What follows belongs to an exercise in optimizing a design on an open flow for small area and few clock cycles per item; a production flow would make more cautious choices. Only simulation tests tie the RTL to the original design; equivalence was not proved. No activity file was given, so power comes from the tool's default toggle rates.

// point_loader
module point_loader #(
  parameter int LEN    = 256,
  parameter int WORD   = 32,
  parameter int SETTLE = 2
) (
  input  logic            clk,
  input  logic            rst,
  input  logic [LEN-1:0]  p,
  input  logic            in_valid,
  output logic            in_ready,
  input  logic [WORD-1:0] in_data,
  output logic [LEN-1:0]  chk_x,
  output logic [LEN-1:0]  chk_y,
  input  logic            chk_valid,
  output logic            out_valid,
  input  logic            out_ready,
  output logic [LEN-1:0]  out_x,
  output logic [LEN-1:0]  out_y,
  output logic            out_on_curve,
  output logic            out_range_err
);
  localparam int NW   = LEN / WORD;         
  logic [2*LEN-1:0] buf_q;      
  logic [WORD-1:0]  hold;       
  logic [NW-1:0]    wsel;       
  logic             wy;         
  logic             full;       
  logic             shown;      
  logic             ge;         
  ...
For scale: ~1,400 cells after synthesis, about 560 flip-flops, about 1,300 I/O pins, about 0.023 mm² of cells after synthesis.
Settings: LEC_CHECK=0, CAP_MARGIN=20, CORE_AREA=10 10 380 380, CTS_BUF_LIST=sky130_fd_sc_hd__clkbuf_2 sky130_fd_sc_hd__clkbuf_4 sky130_fd_sc_hd__clkbuf_8, DIE_AREA=0 0 390 390, SLEW_MARGIN=20; clock period 5.0 ns.
standard.sh (not shown) runs the stock make flow with config.mk's settings and CLKGATE_MAP_FILE= SYNTH_SCRIPT=/design/flow/synth_recipe.tcl, a recipe that flattens the netlist after the stock synthesis.
==> flow/flow/run.sh <==
#!/bin/bash
# Standard ORFS layout, with plain minimum-size buffers on the ports instead of the
# buffer cell buffer_ports picks by default, and a clock tree without dummy loads.
set -euo pipefail
export BUFFER_PORTS_ARGS="-buffer_cell sky130_fd_sc_hd__buf_1"
export CTS_ARGS="-sink_clustering_enable -repair_clock_nets -dont_use_dummy_load -buf_list {sky130_fd_sc_hd__clkbuf_2 sky130_fd_sc_hd__clkbuf_4 sky130_fd_sc_hd__clkbuf_8}"
bash standard.sh > standard.log 2>&1
The starting point produced a clean layout.
Testbench counts at the start, summed over its fixed seeds: cycles 12,816, items 800.
Edit:
Settings changed: CORE_AREA 10 10 380 380 to 10 10 420 420, DIE_AREA 0 0 390 390 to 0 0 430 430.
=> Critical path depth went down by 4; die area went up by 22%; synthesized area does not change; clock-buffer cell count went down by 5; power went down by 0.32%; sequential share of layout area went down by 1.0 points; maximum frequency went up by 2.1%; setup slack gains 0.079 ns; wire length went up by about 9%; combinational power went up by about 2%; core utilization went down by 3.6 points.
Edit:
==> flow/flow/run.sh (replaced) <==
#!/bin/bash
# Standard ORFS layout, with plain minimum-size buffers on the ports instead of the
# buffer cell buffer_ports picks by default.
set -euo pipefail
export BUFFER_PORTS_ARGS="-buffer_cell sky130_fd_sc_hd__buf_1"
bash standard.sh > standard.log 2>&1
Settings changed: CTS_BUF_LIST sky130_fd_sc_hd__clkbuf_2 sky130_fd_sc_hd__clkbuf_4 sky130_fd_sc_hd__clkbuf_8 to sky130_fd_sc_hd__clkbuf_8, CTS_CLUSTER_DIAMETER set to 40, CTS_CLUSTER_SIZE set to 14.
Outcome:
- The changed run went through all stages and came out clean
- fmax rises by 1.4%
- global-route usage is about the same
- setup slack improved by 0.053 ns
- utilization rises by 0.40 points
- synthesized area stays the same
- final cell count rises by 1.6%
- first-iteration DRC count falls by 6.1%

* * *

Setup of the baseline:
The RTL this note starts from:
==> flow/design.v <==
module point_loader #(
  parameter int LEN    = 256,
  parameter int WORD   = 32,
  parameter int SETTLE = 2
) (
  input  logic            clk,
  input  logic            rst,
  input  logic [LEN-1:0]  p,
  input  logic            in_valid,
  output logic            in_ready,
  input  logic [WORD-1:0] in_data,
  output logic [LEN-1:0]  chk_x,
  output logic [LEN-1:0]  chk_y,
  input  logic            chk_valid,
  output logic            out_valid,
  input  logic            out_ready,
  output logic [LEN-1:0]  out_x,
  output logic [LEN-1:0]  out_y,
  output logic            out_on_curve,
  output logic            out_range_err
);
  localparam int NW   = LEN / WORD;         
  localparam int IDXW = $clog2(2 * NW);     
  logic [2*LEN-1:0] buf_q;      
  logic [WORD-1:0]  hold;       
  logic [IDXW-1:0]  widx;       
  logic             full;       
  logic             shown;      
  logic             ge;         
  logic             x_err;
  logic             r_err;      
  logic             hand;       
  logic             free;       
  logic             xfer;
  logic [WORD-1:0]  pw;
  logic             ge_new;
  assign hand     = shown && out_ready;
  assign free     = !full || hand;
  assign in_ready = !rst && (free || widx == '0);
  assign xfer     = in_valid && in_ready;
  assign pw     = p[widx[IDXW-2:0]*WORD +: WORD];
  assign ge_new = (in_data > pw) || ((in_data == pw) && (widx[IDXW-2:0] == '0 || ge));
  assign chk_x         = buf_q[LEN-1:0];
  assign chk_y         = buf_q[2*LEN-1:LEN];
  assign out_x         = buf_q[LEN-1:0];
  assign out_y         = buf_q[2*LEN-1:LEN];
  assign out_valid     = shown;
  assign out_range_err = r_err;
  assign out_on_curve  = chk_valid && !r_err;
  always_ff @(posedge clk) begin
    if (rst) begin
      widx   <= '0;
      full   <= 1'b0;
      shown  <= 1'b0;
    end else begin
      if (hand) begin
        full   <= 1'b0;
        shown  <= 1'b0;
      end else if (full) begin
        shown <= 1'b1;
      end
      if (xfer) begin
        widx <= widx + 1'b1;
        if (widx == IDXW'(2 * NW - 1)) full <= 1'b1;
      end
    end
  end
  always_ff @(posedge clk) begin
    if (xfer) begin
      ge <= ge_new;
      if (widx == IDXW'(NW - 1)) x_err <= ge_new;
      if (widx == IDXW'(2 * NW - 1)) r_err <= x_err || ge_new;
    end
  end
  always_ff @(posedge clk) begin
    if (xfer && widx == '0) hold <= in_data;
  end
  for (genvar k = 0; k < 2 * NW; k++) begin : g_word
    always_ff @(posedge clk) begin
      if (k == 0) begin
        if (free) buf_q[k*WORD +: WORD] <= hold;
      end else begin
        if (xfer && free && widx == IDXW'(k)) buf_q[k*WORD +: WORD] <= in_data;
      end
    end
  end
endmodule
==> flow/config.mk <==
export PLATFORM = sky130hd
export DESIGN_NAME = point_loader
export DESIGN_NICKNAME = point_loader
export VERILOG_FILES = /design/flow/design.v
export SDC_FILE = /design/flow/constraint.sdc
export NUM_CORES = 4
export LEC_CHECK = 0
export ABC_AREA = 1
export CAP_MARGIN = 20
export CORE_AREA = 10 10 320 320
export CTS_BUF_LIST = sky130_fd_sc_hd__clkbuf_2 sky130_fd_sc_hd__clkbuf_4 sky130_fd_sc_hd__clkbuf_8
export DIE_AREA = 0 0 330 330
export SLEW_MARGIN = 20
==> flow/constraint.sdc <==
create_clock -name core_clock -period 5.0 [get_ports {clk}]
set_input_delay 1.0000 -clock core_clock [delete_from_list [all_inputs] [get_ports {clk}]]
set_output_delay 1.0000 -clock core_clock [all_outputs]
set_load 0.01 [all_outputs]
==> flow/flow/run.sh <==
#!/bin/bash
# Standard ORFS layout, with plain minimum-size buffers on the ports instead of the
# buffer cell buffer_ports picks by default.
set -euo pipefail
export BUFFER_PORTS_ARGS="-buffer_cell sky130_fd_sc_hd__buf_1"
export PLACE_PINS_ARGS="-min_distance 1 -min_distance_in_tracks"
bash standard.sh > standard.log 2>&1
The baseline: flow completed, timing, DRC and antenna clean
Testbench counts of the baseline, summed over its fixed seeds: cycles 12,816, items 800.
Here is what was changed in the inputs of the candidate compared with the baseline.
Settings: DIE_AREA changed from 0 0 330 330 to 0 0 470 470; CORE_AREA changed from 10 10 320 320 to 10 10 460 460.
--- a/flow/flow/run.sh
+++ b/flow/flow/run.sh
@@ -4,4 +4,4 @@
 set -euo pipefail
 export BUFFER_PORTS_ARGS="-buffer_cell sky130_fd_sc_hd__buf_1"
-export PLACE_PINS_ARGS="-min_distance 1 -min_distance_in_tracks"
+if [[ -n "${FLOW_PLACE_PINS_ARGS:-}" ]]; then export PLACE_PINS_ARGS="$FLOW_PLACE_PINS_ARGS"; fi
 bash standard.sh > standard.log 2>&1
--- outcome ---
The candidate: sequential portion of the cell area 4.1 points below the baseline
The baseline vs the candidate, critical-path cell with the highest stage delay: inv_4 vs dfxtp_4
Compared with the baseline, switching power summed over all nets in the candidate increased by more than a quarter.
Delta (the candidate minus the baseline): total routing usage reported by global routing dropped 3.2 points; sequential power shows no meaningful change; part of the total power dissipated in combinational logic closely matched the old numbers; count of buffers not belonging to the clock network in the layout ~0 delta.
Number of inserted diodes (the candidate vs. the baseline) decreases by more than 10%

* * *

## run 1
point_loader with an RTL version that a note above also has.
For scale: ~1,400 cells after synthesis, ~23,000 µm² of cells after synthesis.
Settings: LEC_CHECK=0, CAP_MARGIN=20, CORE_AREA=10 10 420 420, CTS_BUF_LIST=sky130_fd_sc_hd__clkbuf_4, CTS_CLUSTER_DIAMETER=50, CTS_CLUSTER_SIZE=8, DIE_AREA=0 0 430 430, SLEW_MARGIN=20; clock period 5.0 ns.
==> flow/flow/run.sh <==
#!/bin/bash
# Standard ORFS layout, with plain minimum-size buffers on the ports instead of the
# buffer cell buffer_ports picks by default, and a clock tree without dummy loads.
set -euo pipefail
export BUFFER_PORTS_ARGS="-buffer_cell sky130_fd_sc_hd__buf_1"
export CTS_ARGS="-sink_clustering_enable -repair_clock_nets -dont_use_dummy_load -buf_list sky130_fd_sc_hd__clkbuf_4 -sink_clustering_size 8 -sink_clustering_max_diameter 50"
bash standard.sh > standard.log 2>&1
Run 1 went all the way through synthesis, placement and routing and the layout is clean on timing, DRC and antenna.
Testbench counts of run 1, summed over its fixed seeds: cycles 12,816, items 800.
What run 2 does differently from run 1 at the input level:
Settings: CTS_BUF_LIST changed from sky130_fd_sc_hd__clkbuf_4 to sky130_fd_sc_hd__clkbuf_8; CTS_CLUSTER_DIAMETER changed from 50 to 35; CTS_CLUSTER_SIZE changed from 8 to 20.
==> flow/flow/run.sh <==
#!/bin/bash
# Standard ORFS layout, with plain minimum-size buffers on the ports instead of the
# buffer cell buffer_ports picks by default.
set -euo pipefail
export BUFFER_PORTS_ARGS="-buffer_cell sky130_fd_sc_hd__buf_1"
bash standard.sh > standard.log 2>&1
[summary]
- No run among run 2 and run 1 stopped early or left any final violation; all are clean.
- Fmax delta (run 2 − run 1): favourable
- In the reports for run 2 and run 1, the smaller overall power of the completed layout belongs to run 1.
- Run 2 gives more wire length than run 1 did.
- Run 2 ends up with a combinational share of power that is 2.6 points lower than in run 1.
- Run 2: worst hold slack 68 ps above run 1
- Run 2 vs run 1: cell depth of the worst hold path down
- Run 2: average detailed-routed wire length per instance is 2.0% lower than what run 1 reported.
- Comparing the two runs side by side, run 2 comes out behind run 1 on via count.
- Run 2 vs. run 1: clock latency reported for the late side of the worst-skew pair fell by 130 ps, cell internal power dissipation rose by about 30%.
Here is what was changed in the inputs of run 3 compared with run 2.
Settings: GPL_TIMING_DRIVEN: unset -> 0; CTS_CLUSTER_SIZE: 20 -> unset; CTS_CLUSTER_DIAMETER: 35 -> unset; SLEW_MARGIN: 20 -> 10; CTS_BUF_LIST: sky130_fd_sc_hd__clkbuf_8 -> sky130_fd_sc_hd__clkbuf_2 sky130_fd_sc_hd__clkbuf_4 sky130_fd_sc_hd__clkbuf_8; CAP_MARGIN: 20 -> 10.
## What came out
Run 2 → run 3: worst setup slack after placement lost 630 ps, routed length per instance lost 2.6 µm, final standard cell count with taps included and fillers excluded picked up an extra 541, growth of design area from synthesis to finish picked up an extra 17 points, worst path required time picked up an extra 1540 ps. Comparing the two runs side by side, run 3 comes out behind run 2 on worst setup slack. Path type of the worst setup path: register to register -> run 3, register to primary output -> run 2. Sort run 3 and run 2 by internal power component asc -> top: run 3. The all-layer global routing usage of run 3 is higher than that of run 2. Diff run 3 and run 2: number of cells in the design after placement lower in run 2. Relative to run 2, the switching component of the power measured on run 3 has decreased by more than 10%.
### run 3 -> run 4
Settings: swapping 10 for 20 in CAP_MARGIN; swapping 10 for 20 in SLEW_MARGIN; clearing GPL_TIMING_DRIVEN, which used to be 0.
Results
- Each of the runs, namely run 4 and run 3, reached the end of the flow and came out clean.
- Run 4 ended up with in_ready as its worst setup path endpoint; run 3 ended up with r_err.
- Placed cell area (run 3 / run 4): 1.15
- Taking run 3 as the reference point, the total clock network power of run 4 falls by about 4%.
- Combinational fraction of design power: run 4 and run 3 compared, higher one is run 3

[port drivers added, routing unchanged]
In the flow no input, the clock included, has a driving cell. The finished layouts below were timed again as built, in two steps.
Step 1 (the two cells are an assumption about what drives the block):
set clk [get_ports {clk}]
set_driving_cell -lib_cell sky130_fd_sc_hd__clkbuf_16 $clk
set_driving_cell -lib_cell sky130_fd_sc_hd__buf_2 [delete_from_list [all_inputs] $clk]
Step 2 adds t to the input delays and takes it off the output delays; t is the mean of the earliest and latest rising clock arrival at the registers after step 1. Input paths then give back, and output paths get back, about the clock's delay inside the block.
Slacks: ideal / step 1 / step 2; pairs: ideal / step 1.
run | t, ns | slack for setup (ns) | hold WS [ns] | worst setup path after step 2
the first run of note 1 | 0.812 | 1.223 / 1.223 / 1.100 | 0.389 / 0.389 / 0.389 | input to register
the second run of note 1 | 0.865 | 1.302 / 1.215 / 1.325 | 0.351 / 0.351 / 0.351 | input to register
the third run of note 1 | 0.866 | 1.355 / 1.271 / 1.296 | 0.419 / 0.419 / 0.419 | input to register
the baseline | 0.772 | 1.338 / 1.281 / 1.491 | 0.418 / 0.418 / 0.418 | register to register
the candidate | 0.956 | 0.544 / 0.454 / 1.023 | 0.337 / 0.279 / 0.405 | register to register
run 1 | 1.032 | 1.151 / 1.067 / 1.238 | 0.339 / 0.313 / 0.372 | input to register
run 2 | 0.914 | 1.321 / 1.237 / 1.251 | 0.407 / 0.407 / 0.407 | input to register
run 3 | 0.885 | 0.628 / 0.628 / 0.628 | 0.407 / 0.407 / 0.407 | register to register
run 4 | 0.910 | 1.254 / 1.167 / 1.329 | 0.319 / 0.319 / 0.319 | input to register
After both steps every run listed still meets setup and hold. For the first run of note 1, which loses most, drivers alone change the setup slack by 0.000 ns; drivers and shift together by -0.123 ns.
